Background: an optimization exercise with open tools, aiming at small area, a short achievable clock period and few clock cycles per item. Do not read the settings as production practice. At most, simulation tests tie the RTL to the original design; equivalence was not proved.

Design pe_array_top, start of the top module:
module pe_array_top (
    input  logic                                   clk,
    input  logic                                   rstn,
    input  logic [pe_array_pkg::BEAT_WD-1:0]       beat,
    input  logic                                   beat_valid,
    output logic                                   beat_ready,
    output logic [pe_array_pkg::RESULT_WD-1:0]     result,
    output logic                                   result_valid,
    input  logic                                   result_ready
);
For scale: ~9300 cells after synthesis, about 810 flip-flops, ~750 I/O pins, about 0.099 mm2 of cells after synthesis.
clock: 7.5 ns
lec_check: 0
cap_margin: 20
core_margin: 2
core_utilization: 40
setup_slack_margin: 3.0
slew_margin: 20
synth_hierarchical: 1
synth_minimum_keep_size: 0
buffer_ports_args: -buffer_cell sky130_fd_sc_hd__buf_1
standard.sh (not shown) runs the stock make flow with config.mk's settings and CLKGATE_MAP_FILE= SYNTH_SCRIPT=/design/flow/synth_recipe.tcl, a recipe that flattens the netlist after the stock synthesis.
==> flow/flow/run.sh <==
#!/bin/bash
# Own flow: the standard layout (standard.sh, unchanged synthesis and
# steps), with the port buffers that global placement inserts made of
# sky130_fd_sc_hd__buf_1 instead of the default delay-buffer cell. Every
# input and output port still gets its own buffer.
set -euo pipefail
echo "export BUFFER_PORTS_ARGS = -buffer_cell sky130_fd_sc_hd__buf_1" >> config.mk
bash standard.sh finish > standard.log 2>&1
Testbench counts at the start, summed over its fixed seeds: cycles 10,816, rows 1,200.
Then changed:
--- a/flow/config.mk
+++ b/flow/config.mk
@@ -9,5 +9,5 @@
 export CORE_MARGIN = 2
 export CORE_UTILIZATION = 40
-export SETUP_SLACK_MARGIN = 3.0
+export SETUP_SLACK_MARGIN = 3.5
 export SLEW_MARGIN = 20
 export SYNTH_HIERARCHICAL = 1
- clock-buffer cell count came out lower by 6
- routed wire length came out higher by 8.9%
- design area came out higher by 6.1%
- worst setup slack improved by 0.29 ns
- worst hold slack improved by 0.018 ns
- global-route usage came out higher by 1.7 points
- synthesized cell count stays the same
- die area is unchanged
Then changed:
--- a/flow/config.mk
+++ b/flow/config.mk
@@ -9,5 +9,5 @@
 export CORE_MARGIN = 2
 export CORE_UTILIZATION = 40
-export SETUP_SLACK_MARGIN = 3.5
+export SETUP_SLACK_MARGIN = 2.5
 export SLEW_MARGIN = 20
 export SYNTH_HIERARCHICAL = 1
Result: The new run finished with timing, DRC and antenna clean. Worst setup slack got worse by 0.74 ns. Register-to-register slack got worse by 0.74 ns. Maximum frequency is lower by about 15%. Hold slack got worse by 0.022 ns. Global-route usage is lower by 2.0 points.
Then changed:
--- a/flow/config.mk
+++ b/flow/config.mk
@@ -9,7 +9,8 @@
 export CORE_MARGIN = 2
 export CORE_UTILIZATION = 40
-export SETUP_SLACK_MARGIN = 2.5
+export SETUP_SLACK_MARGIN = 3.25
 export SLEW_MARGIN = 20
 export SYNTH_HIERARCHICAL = 1
 export SYNTH_MINIMUM_KEEP_SIZE = 0
+export TNS_END_PERCENT = 30
 export BUFFER_PORTS_ARGS = -buffer_cell sky130_fd_sc_hd__buf_1
What happened: Via count is higher by a few percent. Wire length is higher by a few percent. Worst hold slack barely changes. Utilization is higher by 2.6 points. Global-route usage is higher by 0.92 points. Non-clock buffer count is higher by 474. Die area is unchanged.
Then changed:
--- a/flow/config.mk
+++ b/flow/config.mk
@@ -9,5 +9,5 @@
 export CORE_MARGIN = 2
 export CORE_UTILIZATION = 40
-export SETUP_SLACK_MARGIN = 3.25
+export SETUP_SLACK_MARGIN = 3.5
 export SLEW_MARGIN = 20
 export SYNTH_HIERARCHICAL = 1
Flip-flop and latch count is unchanged.
Worst hold slack gets better by 0.018 ns.
Setup slack is better by 0.10 ns.
Critical path depth came out higher by 2.
First-iteration DRC count rises by 11%.
Sequential share of layout area fell by 0.59 points.

========
Another version of the RTL of pe_array_top (not shown whole).
For scale: roughly 9500 cells after synthesis, ~810 flip-flops, roughly 750 I/O pins, about 0.10 mm^2 of cells after synthesis.
Design pe_array_top, start of the top module:
module pe_array_top (
    input  logic                                   clk,
    input  logic                                   rstn,
    input  logic [pe_array_pkg::BEAT_WD-1:0]       beat,
    input  logic                                   beat_valid,
    output logic                                   beat_ready,
    output logic [pe_array_pkg::RESULT_WD-1:0]     result,
    output logic                                   result_valid,
    input  logic                                   result_ready
);
==> flow/config.mk <==
export PLATFORM = sky130hd
export DESIGN_NAME = pe_array_top
export DESIGN_NICKNAME = pe_array_top
export VERILOG_FILES = /design/flow/design.v
export SDC_FILE = /design/flow/constraint.sdc
export NUM_CORES = 4
export LEC_CHECK = 0
export CAP_MARGIN = 20
export CORE_MARGIN = 2
export CORE_UTILIZATION = 40
export SETUP_SLACK_MARGIN = 3.0
export SLEW_MARGIN = 20
export SYNTH_HIERARCHICAL = 1
export SYNTH_MINIMUM_KEEP_SIZE = 0
export BUFFER_PORTS_ARGS = -buffer_cell sky130_fd_sc_hd__buf_1
==> flow/constraint.sdc <==
create_clock -name core_clock -period 7.5 [get_ports {clk}]
set_input_delay 1.5000 -clock core_clock [delete_from_list [all_inputs] [get_ports {clk}]]
set_output_delay 1.5000 -clock core_clock [all_outputs]
set_load 0.01 [all_outputs]
Scripts as last shown in full above: flow/flow/run.sh
The starting point ran to the end with no violations.
Edit:
SETUP_SLACK_MARGIN = 2.5   (was 3.0)
The new run finished clean.
Maximum frequency drops by 8.2%.
Synthesized cell count stays the same.
Wire length went down by 5.7%.
No functional check of the RTL was part of any run of this note.

========
Setup of run P:
Another version of the RTL of pe_array_top (not shown whole).
For scale: roughly 9900 cells after synthesis, about 760 flip-flops.
make LEC_CHECK=0 CAP_MARGIN=20 CORE_MARGIN=2 CORE_UTILIZATION=40 SETUP_SLACK_MARGIN=2.5 SLEW_MARGIN=20 finish   # period 7.5 ns
run.sh (not shown) runs the stock make flow with config.mk's settings and CLKGATE_MAP_FILE= SYNTH_SCRIPT=/design/flow/synth_recipe.tcl, a recipe that flattens the netlist after the stock synthesis.
Stock flow here: none of the scripts above is used.
Testbench counts of run P, summed over its fixed seeds: cycles 10,816, rows 1,200.
Input-level comparison between run K and run P:
Settings: SETUP_SLACK_MARGIN now 3.5, was 2.5.
[summary]
- The area added between synthesis and finish of run K exceeds that of run P by 23 points.
- [compare] base=run P new=run K: cell count of the worst hold path stayed essentially flat; global-route usage +4.0 points; final period utilization decreased by 7.7 points relative to the old numbers; final worst hold slack shows an increase of 0.013 ns.
- Run P ended up with in -> out as its worst setup path category; run K ended up with reg -> reg.

========
pe_array_top, a different RTL version from the one above (not shown whole).
Size: ~10000 cells after synthesis, ~750 I/O pins.
Settings: LEC_CHECK=0, CAP_MARGIN=20, CORE_MARGIN=2, CORE_UTILIZATION=40, SETUP_SLACK_MARGIN=2.5, SLEW_MARGIN=20, BUFFER_PORTS_ARGS=-buffer_cell sky130_fd_sc_hd__buf_1; clock period 7.5 ns.
standard.sh (not shown) runs the stock make flow with config.mk's settings and CLKGATE_MAP_FILE= SYNTH_SCRIPT=/design/flow/synth_recipe.tcl, a recipe that flattens the netlist after the stock synthesis.
Scripts as last shown in full above: flow/flow/run.sh
The baseline ran to the end with no violations.
Testbench counts at the start, summed over its fixed seeds: cycles 10,816, rows 1,200.
Rerun with:
==> flow/run.sh (new file) <==
#!/bin/bash
# synth_recipe.tcl (not shown) runs the flow's synth.tcl, then flattens the netlist and writes it again
# the make line also repeats each setting of config.mk as NAME=value (left out here)
make -C /OpenROAD-flow-scripts/flow DESIGN_CONFIG=/design/flow/config.mk WORK_HOME=/design/flow/orfs CLKGATE_MAP_FILE= SYNTH_SCRIPT=/design/flow/synth_recipe.tcl finish
Settings changed: BUFFER_PORTS_ARGS -buffer_cell sky130_fd_sc_hd__buf_1 to not set.
removed: flow/flow/run.sh
removed: flow/standard.sh
=>
- The new run completed without violations
- global-route usage is about the same
- area after synthesis is unchanged
- die area is unchanged
- clock skew is lower by 0.011 ns
- non-clock buffer count went down by 18

==> static timing again, ports no longer ideal <==
The flow's constraints put no driver on any port. The routed layouts listed below were extracted and timed again, unchanged, in two steps. Step 1: set_driving_cell puts a clkbuf_16 on clk and a buf_2 on each other input, an assumption about the parent block. Step 2 times the ports against the registers' clock, not the clock port: input delays grow and output delays shrink by t, the midpoint of the rising clock arrivals with the driver on. a / b / c = ideal ports / drivers / drivers and shift; a / b = the first two.
run | t (ns) | setup slack, ns | latest minus earliest clock arrival (ns) | slew at the worst register clock pin (ns) | pins driven straight from the clock port
the first run of note 1 | 0.865 | 3.090 / 3.090 / 3.090 | 0.051 / 0.051 | 0.07 / 0.07 | 1
the second run of note 1 | 0.887 | 3.379 / 3.379 / 3.140 | 0.052 / 0.053 | 0.07 / 0.07 | 1
the third run of note 1 | 0.861 | 2.642 / 2.642 / 2.642 | 0.047 / 0.047 | 0.07 / 0.07 | 1
the fourth run of note 1 | 0.876 | 3.258 / 3.248 / 3.258 | 0.032 / 0.032 | 0.07 / 0.07 | 1
the fifth run of note 1 | 0.867 | 3.362 / 3.362 / 3.032 | 0.055 / 0.055 | 0.07 / 0.07 | 1
the first run of note 2 | 0.854 | 3.077 / 3.077 / 3.077 | 0.065 / 0.066 | 0.07 / 0.07 | 1
the second run of note 2 | 0.849 | 2.682 / 2.682 / 2.682 | 0.095 / 0.096 | 0.07 / 0.07 | 1
run P | 0.863 | 2.562 / 2.533 / 2.533 | 0.063 / 0.063 | 0.07 / 0.07 | 1
run K | 0.906 | 3.140 / 3.140 / 3.140 | 0.066 / 0.065 | 0.07 / 0.07 | 1
the first run of note 4 | 0.873 | 2.653 / 2.653 / 2.653 | 0.046 / 0.045 | 0.07 / 0.07 | 1
the second run of note 4 | 0.853 | 2.681 / 2.659 / 2.681 | 0.034 / 0.034 | 0.07 / 0.07 | 1
After both steps setup and hold are still met in every run listed. For the fifth run of note 1, which loses most, drivers alone change the setup slack by 0.000 ns; drivers and shift together by -0.330 ns.
